Context: an optimization exercise on an open-source flow, tuned for small area, a short achievable clock period and few clock cycles per item. The choices shown serve that exercise and are no tape-out recipe.
Function was checked by simulation only, so behaviour that the tests miss may differ from the original.
Power figures rest on the tool's default switching activity, not on a simulated workload.

// edge_period_tachometer
module edge_period_tachometer #(
	parameter int CHANNELS      = 2,
	parameter int CAPTURE_BITS  = 16,
	parameter int OVERFLOW_BITS = 8
) (
	input  wire                                 clk,
	input  wire                                 arst_n,
	input  wire                                 psel,
	input  wire                                 penable,
	input  wire                                 pwrite,
	input  wire  [etach_pkg::PADDR_W-1:0]       paddr,
	input  wire  [etach_pkg::PDATA_W-1:0]       pwdata,
	output logic [etach_pkg::PDATA_W-1:0]       prdata,
	output logic                                pready,
	input  wire                                 in_valid,
	output logic                                in_ready,
	input  wire                                 operation,
	input  wire                                 channel,
	input  wire  [CAPTURE_BITS-1:0]             capture,
	output logic                                out_valid,
	input  wire                                 out_ready,
	output logic                                result_channel,
	output logic [etach_pkg::REV_W-1:0]         revolutions,
	output logic [etach_pkg::ELAPSED_W-1:0]     elapsed_ticks,
	output logic                                saturated
);
Size: roughly 2100 cells after synthesis, roughly 140 I/O pins, ~21000 sq um of cells after synthesis.
==> flow/config.mk <==
export PLATFORM = sky130hd
export DESIGN_NAME = edge_period_tachometer
export DESIGN_NICKNAME = edge_period_tachometer
export VERILOG_FILES = /design/flow/design.v
export SDC_FILE = /design/flow/constraint.sdc
export NUM_CORES = 4
export LEC_CHECK = 0
export CAP_MARGIN = 20
export CORE_MARGIN = 2
export CORE_UTILIZATION = 40
export CTS_BUF_LIST = sky130_fd_sc_hd__clkbuf_8
export CTS_CLUSTER_SIZE = 30
export SETUP_SLACK_MARGIN = 4.0
export SLEW_MARGIN = 20
==> flow/constraint.sdc <==
create_clock -name core_clock -period 7.0 [get_ports {clk}]
set_input_delay 1.4000 -clock core_clock [delete_from_list [all_inputs] [get_ports {clk}]]
set_output_delay 1.4000 -clock core_clock [all_outputs]
set_load 0.01 [all_outputs]
run.sh (not shown) runs the stock make flow with config.mk's settings and CLKGATE_MAP_FILE= SYNTH_SCRIPT=/design/flow/synth_recipe.tcl, a recipe that flattens the netlist after the stock synthesis.
Testbench counts at the start, summed over its fixed seeds: cycles 39,140, items 8,529.
Next try:
==> flow/flow/run.sh (new file) <==
#!/bin/bash
# The standard layout, with plain buffers on the ports instead of the
# delay buffers buffer_ports picks by default.
set -euo pipefail
export BUFFER_PORTS_ARGS="-buffer_cell sky130_fd_sc_hd__buf_1"
bash standard.sh > standard_flow.log 2>&1
==> flow/standard.sh (new file) <==
#!/bin/bash
# synth_recipe.tcl (not shown) runs the flow's synth.tcl, then flattens the netlist and writes it again
# the make line also repeats each setting of config.mk as NAME=value (left out here)
make -C /OpenROAD-flow-scripts/flow DESIGN_CONFIG=/design/flow/config.mk WORK_HOME=/design/flow/orfs CLKGATE_MAP_FILE= SYNTH_SCRIPT=/design/flow/synth_recipe.tcl "${@:-finish}"
Settings changed: CORE_UTILIZATION 40 to 55, CTS_BUF_LIST sky130_fd_sc_hd__clkbuf_8 to sky130_fd_sc_hd__clkbuf_16, CTS_CLUSTER_DIAMETER set to 80, CTS_CLUSTER_SIZE 30 to 25, SETUP_SLACK_MARGIN 4.0 to 3.9.
removed: flow/run.sh
What happened: Non-clock buffer count came out lower by 15; critical path depth stays the same; design area came out lower by a few percent; cell count came out lower by a little under a tenth; core utilization came out higher by 15 points; worst hold slack is worse by 0.0039 ns; worst setup slack is worse by 0.088 ns; via count came out lower slightly; power came out lower by a few percent; register-to-register slack is worse by 0.09 ns.
Next try:
==> flow/run.sh (new file) <==
#!/bin/bash
# synth_recipe.tcl (not shown) runs the flow's synth.tcl, then flattens the netlist and writes it again
# the make line also repeats each setting of config.mk as NAME=value (left out here)
make -C /OpenROAD-flow-scripts/flow DESIGN_CONFIG=/design/flow/config.mk WORK_HOME=/design/flow/orfs CLKGATE_MAP_FILE= SYNTH_SCRIPT=/design/flow/synth_recipe.tcl finish
Settings changed: CORE_UTILIZATION 55 to 40, CTS_BUF_LIST sky130_fd_sc_hd__clkbuf_16 to not set, CTS_CLUSTER_DIAMETER 80 to not set, CTS_CLUSTER_SIZE 25 to not set, SETUP_SLACK_MARGIN 3.9 to 4.5.
removed: flow/flow/run.sh
removed: flow/standard.sh
- sequential share of layout area is lower by 3.5 points
- die area rises by 37%
- synthesized area does not change
- synthesized cell count does not change
- clock-buffer cell count went up by 26
- core utilization is lower by 13 points
- via count grows by 2.8%
- cell area is higher by 10%
- global-route usage fell by 5.5 points
Next try:
==> flow/flow/run.sh (new file) <==
#!/bin/bash
# The standard layout, with plain buffers on the ports instead of the
# delay buffers buffer_ports picks by default.
set -euo pipefail
export BUFFER_PORTS_ARGS="-buffer_cell sky130_fd_sc_hd__buf_1"
bash standard.sh > standard_flow.log 2>&1
==> flow/standard.sh (new file) <==
#!/bin/bash
# synth_recipe.tcl (not shown) runs the flow's synth.tcl, then flattens the netlist and writes it again
# the make line also repeats each setting of config.mk as NAME=value (left out here)
make -C /OpenROAD-flow-scripts/flow DESIGN_CONFIG=/design/flow/config.mk WORK_HOME=/design/flow/orfs CLKGATE_MAP_FILE= SYNTH_SCRIPT=/design/flow/synth_recipe.tcl "${@:-finish}"
Settings changed: CORE_UTILIZATION 40 to 55, CTS_BUF_LIST set to sky130_fd_sc_hd__clkbuf_16, CTS_CLUSTER_DIAMETER set to 80, CTS_CLUSTER_SIZE set to 25, SETUP_SLACK_MARGIN 4.5 to 4.0.
removed: flow/run.sh
What happened: Flip-flop and latch count stays the same. Power falls by 13%. Routed wire length falls by 11%. Cell count falls by 8.3%. Combinational power falls by 11%. Count of clock-buffer cells in the layout falls by 28. Via count falls by 3.3%. Cell area falls by 9.0%. Register-to-register slack gains 0.02 ns. Global-route usage rises by 4.4 points.
Next try:
==> flow/run.sh (new file) <==
#!/bin/bash
# synth_recipe.tcl (not shown) runs the flow's synth.tcl, then flattens the netlist and writes it again
# the make line also repeats each setting of config.mk as NAME=value (left out here)
make -C /OpenROAD-flow-scripts/flow DESIGN_CONFIG=/design/flow/config.mk WORK_HOME=/design/flow/orfs CLKGATE_MAP_FILE= SYNTH_SCRIPT=/design/flow/synth_recipe.tcl finish
Settings changed: CORE_UTILIZATION 55 to 40, CTS_BUF_LIST sky130_fd_sc_hd__clkbuf_16 to not set, CTS_CLUSTER_DIAMETER 80 to not set, CTS_CLUSTER_SIZE 25 to not set.
removed: flow/flow/run.sh
removed: flow/standard.sh
Power climbs by 12%. Wire length climbs by 6.0%. Global-route usage drops by 5.4 points. Sequential power stays flat. Core utilization drops by 15 points. Fmax drops by 1.4%. Worst setup slack degrades by 0.042 ns.
Next try:
==> flow/flow/run.sh (new file) <==
#!/bin/bash
# The standard layout, with plain buffers on the ports instead of the
# delay buffers buffer_ports picks by default.
set -euo pipefail
export BUFFER_PORTS_ARGS="-buffer_cell sky130_fd_sc_hd__buf_1"
bash standard.sh > standard_flow.log 2>&1
==> flow/standard.sh (new file) <==
#!/bin/bash
# synth_recipe.tcl (not shown) runs the flow's synth.tcl, then flattens the netlist and writes it again
# the make line also repeats each setting of config.mk as NAME=value (left out here)
make -C /OpenROAD-flow-scripts/flow DESIGN_CONFIG=/design/flow/config.mk WORK_HOME=/design/flow/orfs CLKGATE_MAP_FILE= SYNTH_SCRIPT=/design/flow/synth_recipe.tcl "${@:-finish}"
Settings changed: CORE_UTILIZATION 40 to 65, CTS_BUF_LIST set to sky130_fd_sc_hd__clkbuf_16, CTS_CLUSTER_DIAMETER set to 80, CTS_CLUSTER_SIZE set to 25, PLACE_DENSITY set to 0.75.
removed: flow/run.sh
Outcome: The new run completed with no timing, DRC or antenna violations. Register-to-register slack got worse by 0.05 ns. Sequential power is about the same. Clock power falls by 43%.

==> port drivers added, routing unchanged <==
No port has a modelled driver above. Below, the same layouts with a new extraction and two added sets of constraints.
Step 1 (the two cells are an assumption about what drives the block):
set clk [get_ports {clk}]
set_driving_cell -lib_cell sky130_fd_sc_hd__clkbuf_16 $clk
set_driving_cell -lib_cell sky130_fd_sc_hd__buf_2 [delete_from_list [all_inputs] $clk]
Step 2, shift: input delay + t, output delay - t, t = (earliest + latest rising clock arrival at the registers) / 2. This alone moves slack from input paths to output paths.
Slacks: ideal / step 1 / step 2; pairs: ideal / step 1.
run | shift t [ns] | slack for setup (ns) | hold WS [ns] | worst slew at a driven data input, ns | cell pins on the clock port's net
the first run | 0.679 | 3.900 / 3.900 / 3.448 | 0.429 / 0.429 / 0.429 | 0.06 | 1
the second run | 0.624 | 3.812 / 3.812 / 3.475 | 0.425 / 0.425 / 0.425 | 0.05 | 1
the third run | 0.642 | 3.906 / 3.906 / 3.906 | 0.421 / 0.421 / 0.421 | 0.04 | 1
the fourth run | 0.615 | 3.930 / 3.930 / 3.497 | 0.428 / 0.428 / 0.428 | 0.03 | 1
the fifth run | 0.633 | 3.888 / 3.888 / 3.494 | 0.410 / 0.410 / 0.410 | 0.06 | 1
the sixth run | 0.600 | 3.840 / 3.840 / 3.553 | 0.428 / 0.428 / 0.428 | 0.04 | 1
After both steps setup and hold are still met in every run listed. For the first run, which loses most, drivers alone change the setup slack by 0.000 ns; drivers and shift together by -0.452 ns.
